Context: an optimization exercise on an open-source flow, tuned for small area and a short achievable clock period. The choices shown serve that exercise and are no tape-out recipe. The RTL was checked by simulation tests, not by an equivalence proof against the original design. No activity file was given, so power comes from the tool's default toggle rates.

==> design.v <==
`timescale 1ns/1ps
package cpuPkg;
	typedef struct packed {
		logic add;  
		logic sub;
		logic slt;
		logic andOp;
		logic orOp;
		logic xorOp;
		logic passB;  
		logic sll;
		logic srl;
	} aluSelT;
	typedef struct packed {
		aluSelT sel;
		logic [32-1:0] opA;  
		logic [32-1:0] opB;  
		logic [4:0] shamt;
		logic [5-1:0] dest;
		logic regWrite;
		logic illegal;
	} decodedT;
	typedef struct packed {
		logic [5-1:0] dest;
		logic [32-1:0] data;
		logic regWrite;
		logic illegal;
	} wbT;
endpackage
`timescale 1ns/1ps
module registerFile (
	input logic clock,
	input logic rst,
	input logic [5-1:0] readSelA,
	input logic [5-1:0] readSelB,
	input logic [5-1:0] writeSel,
	input logic [32-1:0] writeData,
	input logic we,
	input logic bypass,  
	output logic [32-1:0] readOutA,
	output logic [32-1:0] readOutB
);
	logic [32-1:0] mem [1:32-1];  
	logic [32-1:1] written;  
	logic [32-1:1] load;
	logic [32-1:1] readable;
	for (genvar i = 1; i < 32; i++)
	begin : g_reg
		assign load[i] = we && (writeSel == i);
		assign readable[i] = written[i] && !load[i];
		always_ff @(posedge clock)
		begin
			if (load[i])
				mem[i] <= writeData;
		end
		always_ff @(posedge clock)
		begin
			if (rst)
				written[i] <= 1'b0;
			else if (load[i])
				written[i] <= 1'b1;
		end
	end
	logic [32-1:1] hotA;
	logic [32-1:1] hotB;
	logic bypassA;
	logic bypassB;
	assign bypassA = bypass && (readSelA == writeSel);
	assign bypassB = bypass && (readSelB == writeSel);
	always_comb
	begin
		readOutA = {32{bypassA}} & writeData;
		readOutB = {32{bypassB}} & writeData;
		for (int i = 1; i < 32; i++)
		begin
			hotA[i] = (readSelA == i) && readable[i];
			hotB[i] = (readSelB == i) && readable[i];
			readOutA = readOutA | ({32{hotA[i]}} & mem[i]);
			readOutB = readOutB | ({32{hotB[i]}} & mem[i]);
		end
	end
endmodule
`timescale 1ns/1ps
module pipeStage #(
	parameter int WIDTH = 1
) (
	input logic clock,
	input logic rst,
	input logic inValid,
	input logic [WIDTH-1:0] inData,
	output logic outValid,
	output logic [WIDTH-1:0] outData
);
	always_ff @(posedge clock)
	begin
		if (rst)
			outValid <= 1'b0;
		else
			outValid <= inValid;
	end
	always_ff @(posedge clock)
	begin
		outData <= inData;
	end
endmodule
`timescale 1ns/1ps
module instrDecoder (
	input logic clock,
	input logic rst,
	input logic [32-1:0] instr,
	input logic instrValid,
	input logic [32-1:0] readOutA,
	input logic [32-1:0] readOutB,
	input logic [5-1:0] execDest,
	input logic execWrite,
	input logic [32-1:0] execData,
	output logic [5-1:0] readSelA,
	output logic [5-1:0] readSelB,
	output cpuPkg::decodedT decoded,
	output logic decodedValid
);
	logic [5:0] opcode;
	logic [5:0] funct;
	logic [5-1:0] rs;
	logic [5-1:0] rt;
	logic [5-1:0] rd;
	logic [15:0] imm16;
	logic rType;
	logic immSext;
	logic immLui;
	logic fwdA;
	logic fwdB;
	cpuPkg::decodedT decodeNext;
	assign opcode = instr[31:26];
	assign rs = instr[25:21];
	assign rt = instr[20:16];
	assign rd = instr[15:11];
	assign imm16 = instr[15:0];
	assign funct = instr[5:0];
	assign readSelA = rs;
	assign readSelB = rt;
	assign rType = (opcode == 6'd0);
	assign immSext = (opcode == 6'd8);
	assign immLui = (opcode == 6'd15);
	always_comb
	begin
		decodeNext = '0;
		if (fwdA)
			decodeNext.opA = execData;
		else
			decodeNext.opA = readOutA;
		if (fwdB)
			decodeNext.opB = execData;
		else if (rType)
			decodeNext.opB = readOutB;
		else if (immLui)
			decodeNext.opB = {imm16, 16'b0};
		else
			decodeNext.opB = {{16{immSext && imm16[15]}}, imm16};
		decodeNext.shamt = instr[10:6];
		decodeNext.dest = rType ? rd : rt;
		case (opcode)
			6'd0:
			begin
				case (funct)
					6'd32: decodeNext.sel.add = 1'b1;
					6'd34:
					begin
						decodeNext.sel.add = 1'b1;
						decodeNext.sel.sub = 1'b1;
					end
					6'd36: decodeNext.sel.andOp = 1'b1;
					6'd37: decodeNext.sel.orOp = 1'b1;
					6'd38: decodeNext.sel.xorOp = 1'b1;
					6'd42:
					begin
						decodeNext.sel.slt = 1'b1;
						decodeNext.sel.sub = 1'b1;
					end
					6'd0: decodeNext.sel.sll = 1'b1;
					6'd2: decodeNext.sel.srl = 1'b1;
					default: decodeNext.illegal = 1'b1;
				endcase
			end
			6'd8: decodeNext.sel.add = 1'b1;
			6'd12: decodeNext.sel.andOp = 1'b1;
			6'd13: decodeNext.sel.orOp = 1'b1;
			6'd15: decodeNext.sel.passB = 1'b1;
			default: decodeNext.illegal = 1'b1;
		endcase
		decodeNext.regWrite = !decodeNext.illegal && (decodeNext.dest != '0);  
	end
	assign fwdA = execWrite && (execDest == rs);
	assign fwdB = execWrite && (execDest == rt) && rType;
	pipeStage #(
		.WIDTH(85)  
	) decodeReg_i (
		.clock(clock),
		.rst(rst),
		.inValid(instrValid),
		.inData(decodeNext),
		.outValid(decodedValid),
		.outData(decoded)
	);
endmodule
`timescale 1ns/1ps
module aluExecute (
	input cpuPkg::decodedT decoded,
	input logic decodedValid,
	output cpuPkg::wbT exec,
	output logic execValid
);
	logic [32-1:0] opA;
	logic [32-1:0] opB;
	logic [32-1:0] sum;
	logic lt;
	cpuPkg::aluSelT sel;
	assign opA = decoded.opA;
	assign opB = decoded.opB;
	localparam int W = 32 + 1;
	localparam int LEVELS = 6;  
	logic [32-1:0] bx;
	logic [W-1:0] gen [0:LEVELS];
	logic [W-1:0] prop [0:LEVELS];
	assign bx = opB ^ {32{decoded.sel.sub}};
	assign gen[0] = {opA & bx, decoded.sel.sub};
	assign prop[0] = {opA ^ bx, 1'b0};
	for (genvar l = 0; l < LEVELS; l++)
	begin : g_level
		for (genvar i = 0; i < W; i++)
		begin : g_bit
			if (i >= (1 << l))
			begin : g_merge
				assign gen[l + 1][i] = gen[l][i] | (prop[l][i] & gen[l][i - (1 << l)]);
				assign prop[l + 1][i] = prop[l][i] & prop[l][i - (1 << l)];
			end
			else
			begin : g_pass
				assign gen[l + 1][i] = gen[l][i];
				assign prop[l + 1][i] = prop[l][i];
			end
		end
	end
	assign sum = prop[0][W-1:1] ^ gen[LEVELS][W-2:0];
	assign lt = (opA[32-1] ^ opB[32-1]) ? opA[32-1] : sum[32-1];
	assign sel = decoded.sel;
	always_comb
	begin
		exec.data = ({32{sel.add}} & sum)
			| ({32{sel.andOp}} & (opA & opB))
			| ({32{sel.orOp}} & (opA | opB))
			| ({32{sel.xorOp}} & (opA ^ opB))
			| ({32{sel.passB}} & opB)
			| ({32{sel.sll}} & (opB << decoded.shamt))
			| ({32{sel.srl}} & (opB >> decoded.shamt))
			| {{(32-1){1'b0}}, sel.slt & lt};
		exec.dest = decoded.dest;
		exec.regWrite = decoded.regWrite;
		exec.illegal = decoded.illegal;
	end
	assign execValid = decodedValid;
endmodule
`timescale 1ns/1ps
module resultStage (
	input logic clock,
	input logic rst,
	input cpuPkg::wbT exec,
	input logic execValid,
	output cpuPkg::wbT wb,
	output logic wbValid,
	output logic [31:0] retiredCount,
	output logic [31:0] illegalCount
);
	pipeStage #(
		.WIDTH(39)  
	) resultReg_i (
		.clock(clock),
		.rst(rst),
		.inValid(execValid),
		.inData(exec),
		.outValid(wbValid),
		.outData(wb)
	);
	always_ff @(posedge clock)
	begin
		if (rst)
		begin
			retiredCount <= '0;
			illegalCount <= '0;
		end
		else
		begin
			retiredCount <= retiredCount + {31'd0, execValid};
			illegalCount <= illegalCount + {31'd0, execValid && exec.illegal};
		end
	end
endmodule
`timescale 1ns/1ps
module datapathCore (
	input logic clock,
	input logic rst,
	input logic [32-1:0] instr,
	input logic instrValid,
	output cpuPkg::wbT result,
	output logic resultValid,
	output logic [31:0] retiredCount,
	output logic [31:0] illegalCount
);
	logic [5-1:0] readSelA;
	logic [5-1:0] readSelB;
	logic [32-1:0] readOutA;
	logic [32-1:0] readOutB;
	cpuPkg::decodedT decoded;
	logic decodedValid;
	cpuPkg::wbT exec;
	logic execValid;
	instrDecoder decoder_i (
		.clock(clock),
		.rst(rst),
		.instr(instr),
		.instrValid(instrValid),
		.readOutA(readOutA),
		.readOutB(readOutB),
		.execDest(decoded.dest),
		.execWrite(decodedValid && decoded.regWrite),
		.execData(exec.data),
		.readSelA(readSelA),
		.readSelB(readSelB),
		.decoded(decoded),
		.decodedValid(decodedValid)
	);
	aluExecute execute_i (
		.decoded(decoded),
		.decodedValid(decodedValid),
		.exec(exec),
		.execValid(execValid)
	);
	resultStage result_i (
		.clock(clock),
		.rst(rst),
		.exec(exec),
		.execValid(execValid),
		.wb(result),
		.wbValid(resultValid),
		.retiredCount(retiredCount),
		.illegalCount(illegalCount)
	);
	registerFile regFile_i (
		.clock(clock),
		.rst(rst),
		.readSelA(readSelA),
		.readSelB(readSelB),
		.writeSel(result.dest),
		.writeData(result.data),
		.we(resultValid && result.regWrite),
		.bypass(resultValid && result.regWrite),
		.readOutA(readOutA),
		.readOutB(readOutB)
	);
endmodule
==> flow/run.sh <==
#!/bin/bash
# The standard layout (the standard flow's own synthesis and ORFS steps), with two resizer settings
# changed: ports get plain buffers instead of delay cells, and repair may swap a cell for
# one of another footprint. Each tool's output is in orfs/logs/; make's own in standard.log.
set -euo pipefail
bash standard.sh MATCH_CELL_FOOTPRINT=0 "BUFFER_PORTS_ARGS=-buffer_cell sky130_fd_sc_hd__buf_4" finish > standard.log 2>&1
==> standard.sh <==
#!/bin/bash
# synth_recipe.tcl (not shown) runs the flow's synth.tcl, then flattens the netlist and writes it again
# the make line also repeats each setting of config.mk as NAME=value (left out here)
make -C /OpenROAD-flow-scripts/flow DESIGN_CONFIG=/design/flow/config.mk WORK_HOME=/design/flow/orfs CLKGATE_MAP_FILE= SYNTH_SCRIPT=/design/flow/synth_recipe.tcl "${@:-finish}"
==> config.mk <==
export PLATFORM = sky130hd
export DESIGN_NAME = datapathCore
export DESIGN_NICKNAME = datapathCore
export VERILOG_FILES = /design/flow/design.v
export SDC_FILE = /design/flow/constraint.sdc
export NUM_CORES = 4
export LEC_CHECK = 0
export CAP_MARGIN = 20
export CORE_MARGIN = 2
export CORE_UTILIZATION = 40
export CTS_CLUSTER_DIAMETER = 120
export CTS_CLUSTER_SIZE = 25
export SETUP_SLACK_MARGIN = 4.15
export SLEW_MARGIN = 20
==> constraint.sdc <==
create_clock -name core_clock -period 7.0 [get_ports {clock}]
set_input_delay 1.4000 -clock core_clock [delete_from_list [all_inputs] [get_ports {clock}]]
set_output_delay 1.4000 -clock core_clock [all_outputs]
set_load 0.01 [all_outputs]
==> results of run 1 <==
-- worst max-delay path, cell delays in order (launching register included) --
cell and delay [ns]:
dfxtp_4 0.43, clkbuf_16 0.19, xor2_2 0.18, ha_1 0.34
a21o_1 0.21, a21o_1 0.19, a221oi_2 0.31, o211ai_1 0.26
a31o_2 0.31, or4_1 0.40, and3_4 0.25, buf_12 0.16
inv_2 0.04
-- synthesized netlist by cell type, types with 15 or more instances --
| cell | count |
|---|---|
| o31ai_1 | 24 |
| nor2_1 | 260 |
| or3_1 | 21 |
| and4_1 | 16 |
| nor4_1 | 38 |
| and2_1 | 23 |
| a21o_1 | 21 |
| o31a_1 | 19 |
| nand3_1 | 52 |
| nor3_1 | 60 |
| ha_1 | 99 |
| dfxtp_1 | 221 |
| buf_1 | 28 |
| a22o_1 | 97 |
| mux2i_1 | 46 |
| or4_1 | 15 |
| nand4_1 | 242 |
| o21ai_0 | 80 |
| a21oi_1 | 114 |
| edfxtp_1 | 992 |
| xnor2_1 | 31 |
| nand2_1 | 145 |
| and3_1 | 43 |
| mux4_2 | 62 |
| xor2_1 | 89 |
| a22oi_1 | 818 |
| nor2b_1 | 18 |
| clkbuf_1 | 213 |
| a211oi_1 | 20 |
| buf_2 | 99 |
| inv_1 | 103 |
| a221oi_1 | 149 |
-- path summary, 6_finish.rpt --
check | from | endpoint | cells past startpoint
worst min register to register | decoder_i.decodeReg_i.outData[0]$_DFF_P_ | result_i.resultReg_i.outData[0]$_DFF_P_ | 0
worst max register to register | decoder_i.decodeReg_i.outData[83]$_SDFF_PN0_ | result_i.resultReg_i.outData[32]$_DFF_P_ | 12
worst max-delay path | decoder_i.decodeReg_i.outData[83]$_SDFF_PN0_ | result_i.resultReg_i.outData[32]$_DFF_P_ | 12
worst min-delay path | decoder_i.decodeReg_i.outData[0]$_DFF_P_ | result_i.resultReg_i.outData[0]$_DFF_P_ | 0
-- state kept, by name, indices dropped and copies added, names as in the netlist --
name                            cells
result_i.resultReg_i.outValid       1
result_i.resultReg_i.outData       39
regFile_i.written                  31
decoder_i.decodeReg_i.outData      85
regFile_i.mem                     992
result_i.illegalCount              32
decoder_i.decodeReg_i.outValid      1
result_i.retiredCount              32
-- timing repair --
action                                  in CTS  in global routing
resized for setup                          737                262
endpoints found under the setup margin     303                155
hold endpoints to repair                     0                  0
pin swaps                                  197                179
cloned                                      44                 14
setup buffers                              324                121
-- logic make-up after synthesis --
group,Yosys count,share of synthesized area [%]
muxes,122,3.54
adders and majority gates,99,2.17
xor gates and xnor gates,120,1.84
DFF,1213,60.1
and+or+nand+nor,1010,9.42
AOI/OAI and AO/OA,1473,19.4
buffers and inverters,469,3.56
-- routing by layer --
| layer | wire, um | vias to the layer above | global-route usage [%] |
|---|---|---|---|
| met4 | 39000 | 24 | 33.9 |
| li1 | - | 19448 | - |
| met5 | 764 | - | 3.41 |
| met3 | 60600 | 2501 | 24.3 |
| met1 | 99100 | 26183 | 47.7 |
| met2 | 124000 | 6842 | 57.0 |
-- cell usage in the layout, fill, tap and decap left out, types with 17 or more instances in the layout --
cell / Yosys / routed
a21o_1: 21 / 18
a21oi_1: 114 / 82
a21oi_2: 0 / 19
a221oi_1: 149 / 126
a221oi_2: 1 / 22
a22o_1: 97 / 96
a22oi_1: 818 / 709
a22oi_2: 0 / 109
and2_4: 0 / 23
and3_1: 43 / 35
buf_12: 0 / 121
buf_4: 9 / 524
buf_6: 12 / 109
buf_8: 0 / 36
clkbuf_1: 213 / 40
clkbuf_16: 0 / 105
dfxtp_1: 221 / 160
dfxtp_2: 0 / 20
dfxtp_4: 0 / 41
diode_2: 0 / 20
edfxtp_1: 992 / 992
ha_1: 99 / 84
inv_1: 103 / 96
mux2i_1: 46 / 33
mux4_2: 62 / 62
nand2_1: 145 / 132
nand3_1: 52 / 46
nand4_1: 242 / 242
nor2_1: 260 / 217
nor2_4: 0 / 40
nor3_1: 60 / 29
nor3_4: 0 / 27
nor4_2: 0 / 17
nor4_4: 0 / 19
o21ai_0: 80 / 55
or3_1: 21 / 19
xnor2_1: 31 / 28
xor2_1: 89 / 78
-- power by group --
group / switching [W] / internal, W / leakage [nW]
Clock: 0.00240 / 0.00158 / 0.786
Sequential: 0.0000458 / 0.00771 / 9.15
Combinational: 0.000357 / 0.000245 / 13.6
-- through the flow --
stage / util, % / total power [W] / std cells
2_1_floorplan: - / 0.00820 / 4506
3_3_place_gp: 43.6 / 0.00835 / 6384
3_5_place_dp: 43.7 / 0.00835 / 6388
4_1_cts: 49.7 / 0.0122 / 6859
5_1_grt: 51.6 / 0.0125 / 6997
6_report: 51.7 / 0.0123 / 7014
-- area by class of cell --
cell class,instances,area share (%)
Sequential cell,1213,47.1
Multi-Input combinational cell,2835,33.7
Timing Repair Buffer,848,13.1
Tap cell,1890,3.24
Clock buffer,99,2.20
Inverter,105,0.557
Antenna cell,20,0.0685
Clock inverter,4,0.0514
==> impl_metrics.yaml, run 1 <==
timing:
  fin_ws_ns: 3.65
  setup_viol: 0
  rsz0062_at_grt: "true"
  fin_crit_ns: 3.35
  fin_tns_setup_ns: 0
  tightest_slew_ns: 1.24
  timing.hold.ws_ns: 0.351
  finalHoldViolCount: 0
  fin_skew_ns: 0.0313
  max_freq_mhz: 299
  finalCritPeriodShare_pct: 47.8
  slew_headroom_pct: 17.6
  slew_violations: 0
synthesis:
  synth_cell_types: 87
  yosys.area.top_type_share_pct: 52.3
  avgSynthCellArea_um2: 12.6
  synthArstFlopShare_pct: 0
  yosys_warnings: 9
  synth_edf_count: 992
  yosysTopAreaCell: "edfxtp_1"
  syn_inst: 4506
  syn-cell-area_um2: 57000
  syn-num-nets: 4640
  ys_seq_area_share_pct: 60.1
  synth.area.top_cells: "edfxtp_1 52%, a22oi_1 11%, dfxtp_1 7.8%"
  ys_ff_latch: 1213
  ys.flop_type: "edfxtp_1"
clocking:
  cts_made_buffers: 55
  holdBufCountCts: 0
  clk_pin_slew_ns: 0.10
  clockBufferDepth: 3
  cts.sinks: 1213
  cts_max_level: 2
  cts_tree: "built"
  root_buffer: "clkbuf_16"
  clk_latency_ns: 0.76
route:
  vias_per_cell: 7.84
  drc: 0
  first_iter_violations: 13709
  wl_per_cell_um: 46.1
  first_pass_iters: 15
  wl_mm: 324
  vias: 54998
  postRouteAntennaNets: 0
floorplanning:
  core-area_um2: 141000
  fp.dieW_um: 381
  initial_core_util_pct: 40.3
  dieHeight_um: 381
  num_rows: 138
  io_pins: 139
  die-area_um2: 145000
power:
  p_leak_nw: 23.5
  peakVddDrop_v: 0.000173
  p_per_area_nw_per_um2: 169
placement:
  io_buffers: 138
  hpwlAfterDp_mm: 170
  dpl-instance-area_um2: 61800
  pre_cts_slack_ns: 2.10
  gp_congestion: 1.03
cells_and_area:
  areaGrowthSynthToFinish_pct: 28.2
  multi_input_area_um2: 24600
  final_nets: 5192
  design_area_um2: 73100
  fillCellCount: 11603
  register_area_um2: 34400
  drive_gt1_share_pct: 31.2
global_route:
  grt_max_degree: 98
  grtUsageTotal_pct: 42.2
  grt_pass1_wl_mm: 422
  gr-total-overflow: 0
  grt_pass1_vias: 49285
  antenna_found_initial: 19
min_path:
  hold_class: "reg -> reg"
critical_path:
  rrSetupSlack_ns: 3.65
  startpoint_type: "register"
  worstPathRequired_ns: 7.69
  critical_path_class: "reg -> reg"
  end_kind: "register"
  crit_path_max_fanout: 6
  worstPathArrival_ns: 4.04
job:
  cap_violations: 0
status:
  status: "timing/DRC/antenna clean"
==> inputs of run 2 (changes only) <==
--- a/design.v
+++ b/design.v
@@ -36,18 +36,20 @@
 	input logic [5-1:0] writeSel,
 	input logic [32-1:0] writeData,
 	input logic we,
+	input logic [5-1:0] writeSelNext,
+	input logic weNext,
 	input logic bypass,  
 	output logic [32-1:0] readOutA,
 	output logic [32-1:0] readOutB
 );
 	logic [32-1:0] mem [1:32-1];  
-	logic [32-1:1] written;  
 	logic [32-1:1] load;
+	logic [32-1:1] loadNext;
 	logic [32-1:1] readable;
 	for (genvar i = 1; i < 32; i++)
 	begin : g_reg
 		assign load[i] = we && (writeSel == i);
-		assign readable[i] = written[i] && !load[i];
+		assign loadNext[i] = weNext && (writeSelNext == i);
 		always_ff @(posedge clock)
 		begin
 			if (load[i])
@@ -56,9 +58,9 @@
 		always_ff @(posedge clock)
 		begin
 			if (rst)
-				written[i] <= 1'b0;
-			else if (load[i])
-				written[i] <= 1'b1;
+				readable[i] <= 1'b0;
+			else
+				readable[i] <= (readable[i] || load[i]) && !loadNext[i];
 		end
 	end
 	logic [32-1:1] hotA;
@@ -189,6 +191,7 @@
 			default: decodeNext.illegal = 1'b1;
 		endcase
 		decodeNext.regWrite = !decodeNext.illegal && (decodeNext.dest != '0);  
+		decodeNext.opB = decodeNext.opB ^ {32{decodeNext.sel.sub}};
 	end
 	assign fwdA = execWrite && (execDest == rs);
 	assign fwdB = execWrite && (execDest == rt) && rType;
@@ -222,7 +225,7 @@
 	logic [32-1:0] bx;
 	logic [W-1:0] gen [0:LEVELS];
 	logic [W-1:0] prop [0:LEVELS];
-	assign bx = opB ^ {32{decoded.sel.sub}};
+	assign bx = opB;  
 	assign gen[0] = {opA & bx, decoded.sel.sub};
 	assign prop[0] = {opA ^ bx, 1'b0};
 	for (genvar l = 0; l < LEVELS; l++)
@@ -242,7 +245,7 @@
 		end
 	end
 	assign sum = prop[0][W-1:1] ^ gen[LEVELS][W-2:0];
-	assign lt = (opA[32-1] ^ opB[32-1]) ? opA[32-1] : sum[32-1];
+	assign lt = (opA[32-1] == opB[32-1]) ? opA[32-1] : sum[32-1];
 	assign sel = decoded.sel;
 	always_comb
 	begin
@@ -353,6 +356,8 @@
 		.writeSel(result.dest),
 		.writeData(result.data),
 		.we(resultValid && result.regWrite),
+		.writeSelNext(exec.dest),
+		.weNext(execValid && exec.regWrite),
 		.bypass(resultValid && result.regWrite),
 		.readOutA(readOutA),
 		.readOutB(readOutB)
--- a/config.mk
+++ b/config.mk
@@ -10,5 +10,5 @@
 export CORE_UTILIZATION = 40
 export CTS_CLUSTER_DIAMETER = 120
 export CTS_CLUSTER_SIZE = 25
-export SETUP_SLACK_MARGIN = 4.15
+export SETUP_SLACK_MARGIN = 4.0
 export SLEW_MARGIN = 20
==> impl_metrics.yaml, run 2 <==
cells_and_area:
  final_cell_mix: "992 x edfxtp_1, 436 x a22oi_1, 425 x buf_4, 234 x a22o_1, 199 x nor2_1"
  regMostFlops: "regFile_i.mem"
  fin_util_pct: 49.8
  reg.largest.list: "regFile_i.mem (992), decoder_i.decodeReg_i.outData (85), result_i.resultReg_i.outData (39)"
  final_common_cell: "edfxtp_1"
  largest_reg_flops: 992
  final_nets: 4976
  drive_gt1_share_pct: 28.6
  design_area_um2: 70300
  stdcell_count: 6818
  areaGrowthSynthToFinish_pct: 23.9
placement:
  io_buffers: 138
  dpl-instance-area_um2: 61600
  gp_congestion: 1.00
  hpwlAfterDp_mm: 173
  place_inst: 6363
timing:
  timing.hold.ws_ns: 0.355
  fin_skew_ns: 0.0655
  setup_viol: 0
  tightest_slew_ns: 1.20
  finalCritPeriodShare_pct: 46.4
  rsz0062_at_grt: "true"
  slew_headroom_pct: 20.1
  fin_tns_setup_ns: 0
  slew_violations: 0
  fin_crit_ns: 3.25
  finalHoldViolCount: 0
  max_freq_mhz: 308
critical_path:
  worstPathRequired_ns: 7.64
  worstPathArrival_ns: 3.89
  r2r_cells: 9
  critical_path_class: "in -> reg"
  cpMaxStageDelayCell: "nor4_4"
  startpoint_type: "primary input"
  end_kind: "register"
  cp_cell_sequence: "buf_12 > and2_4 > and3_2 > buf_6 > a22oi_1 > nand4_1 > nor4_4 > a211o_1 > o21ai_1 > xnor2_1"
  slowest_delay_ns: 0.82
  crit_path_max_fanout: 21
route:
  vias: 52561
  postRouteAntennaNets: 0
  drc: 0
  first_pass_iters: 19
  first_iter_violations: 12201
  wl_per_cell_um: 46.0
  wl_mm: 314
  vias_per_cell: 7.71
synthesis:
  synth_edf_count: 992
  avgSynthCellArea_um2: 12.5
  synth.most_common_cell: "edfxtp_1"
  syn-cell-area_um2: 56700
  synth_cell_types: 97
  synthTopCellsByCount: "992 x edfxtp_1, 475 x a22oi_1, 276 x clkbuf_1"
  ys.flop_type: "edfxtp_1"
  yosys_warnings: 9
  yosysTopAreaCell: "edfxtp_1"
  ys_seq_area_share_pct: 60.3
  ys_ff_latch: 1213
  syn-num-nets: 4638
  syn_inst: 4534
  synthArstFlopShare_pct: 0
  synth.area.top_cells: "edfxtp_1 52%, dfxtp_1 7.8%, a22oi_1 6.3%"
  yosys.area.top_type_share_pct: 52.5
power:
  pwr-share-clk_pct: 31.8
  p_comb_share_pct: 5.2
  power_frac_seq_pct: 63.0
  p_leak_nw: 21.8
  intPower_w: 0.00948
  p_per_area_nw_per_um2: 175
  power.switching_w: 0.00284
  peakVddDrop_v: 0.000225
  switching_share_pct: 23.0
clocking:
  cts_tree: "built"
  cts_max_level: 2
  root_buffer: "clkbuf_16"
  cts.sinks: 1213
  clk_pin_slew_ns: 0.10
  clk_latency_ns: 0.81
  clockBufferDepth: 3
  cts_made_buffers: 54
floorplanning:
  fp.dieW_um: 381
  num_rows: 138
  die-area_um2: 145000
  dieHeight_um: 381
  core-area_um2: 141000
  initial_core_util_pct: 40.2
  io_pins: 139
min_path:
  min_path_cells: 0
  hold_class: "reg -> reg"
status:
  status: "timing/DRC/antenna clean"
job:
  cap_violations: 0
global_route:
  grt_max_degree: 98
  grt_pass1_vias: 47431
  gr-total-overflow: 0
  grtUsageTotal_pct: 41.2
  antenna_found_initial: 21
  grt_pass1_wl_mm: 411
## run 2: changes by cell type in the layout (fill, tap and decap cells not counted), sizes merged, moves of 36 or more
cell    change
a21oi      +66
xnor2      +47
a221oi    +102
a22o      +138
buf       -163
a22oi     -342
a222oi     +37
xor2       -47
nand2      +36
nand4      -69
and3       +61
## run 2: area by class of cell
type	instances	area, um2
antenna	16	40.0
clock buffer	93	1530
clock inverter	3	71.3
fill	12183	71000
inverter	102	392
multi-input combinational	2845	24300
sequential	1213	34300
tap	1890	2360
timing repair buffer	656	7200
## run 2: logic make-up after synthesis
family | Yosys count | share of synthesized area (%)
xor gates and xnor gates | 120 | 1.85
and+or+nand+nor | 965 | 8.67
muxes | 117 | 3.04
adders and majority gates | 69 | 1.53
DFF | 1213 | 60.3
AOI/OAI and AO/OA | 1559 | 21.0
buffers and inverters | 491 | 3.64
## run 2: worst paths after layout
path                                               endpoint                                      from  slack (ns)
hold / removal      result_i.resultReg_i.outData[0]$_DFF_P_  decoder_i.decodeReg_i.outData[0]$_DFF_P_        0.36
hold reg to reg     result_i.resultReg_i.outData[0]$_DFF_P_  decoder_i.decodeReg_i.outData[0]$_DFF_P_        0.36
setup / recovery  decoder_i.decodeReg_i.outData[20]$_DFF_P_                                 instr[18]        3.75
setup reg to reg  decoder_i.decodeReg_i.outData[24]$_DFF_P_  decoder_i.decodeReg_i.outData[8]$_DFF_P_        3.90
## run 2: through the flow
step,power (W),setup slack [ns]
6_report,0.0123,3.75
5_1_grt,0.0125,3.83
4_1_cts,0.0122,3.92
3_5_place_dp,0.00841,2.31
3_3_place_gp,0.00841,2.24
2_1_floorplan,0.00823,3.72
## run 2: power groups by stage
stage | clock (W) | combinational (W) | sequential [W]
floorplan | 0 | 0.000301 | 0.00793
global placement | 0 | 0.000458 | 0.00795
detailed placement | 0 | 0.000459 | 0.00795
CTS | 0.00387 | 0.000552 | 0.00777
global route | 0.00412 | 0.000653 | 0.00777
finish | 0.00392 | 0.000635 | 0.00776
## run 2: timing repair
action,CTS,global route
pin swaps,130,175
cloned,23,9
hold buffers,0,0
gates resized for setup,468,319
setup endpoints to repair,147,96
buffers inserted,203,108
## run 2: layer usage
metal / global-route usage [%] / vias to the layer above / wire (um) / part of all wire, %
met3: 21.8 / 2057 / 54000 / 17
li1: - / 19161 / - / -
met5: 2.02 / - / 858 / 0.27
met4: 31.2 / 37 / 33500 / 11
met1: 47.7 / 25337 / 102000 / 32
met2: 57.1 / 5969 / 123000 / 39
## run 2: critical path, delay by kind of cell
kind	cells	cell delay [ns]
xor gates and xnor gates	1	0.13
AOI/OAI and AO/OA	3	0.55
and+or+nand+nor	4	1.38
buffers and inverters	2	0.38

[port drivers added, routing unchanged]
The flow's constraints put no driver on any port. The routed layouts listed below were extracted and timed again, unchanged, in two steps. Step 1, drivers: a clkbuf_16 drives clock and a buf_2 each remaining input, both assumed. Step 2 times the ports against the registers' clock, not the clock port: input delays grow and output delays shrink by t, the midpoint of the rising clock arrivals with the driver on. Three values: ideal ports, drivers, drivers and shift; two values: the first two.
run | shift t [ns] | setup slack, ns | worst hold slack (ns) | worst slew at a driven data input, ns
run 1 | 0.826 | 3.651 / 3.651 / 2.999 | 0.351 / 0.351 / 0.351 | 0.08
run 2 | 0.855 | 3.749 / 3.697 / 2.841 | 0.355 / 0.355 / 0.355 | 0.16
After both steps every run listed still meets setup and hold. For run 2, which loses most, drivers alone change the setup slack by -0.052 ns; drivers and shift together by -0.908 ns.
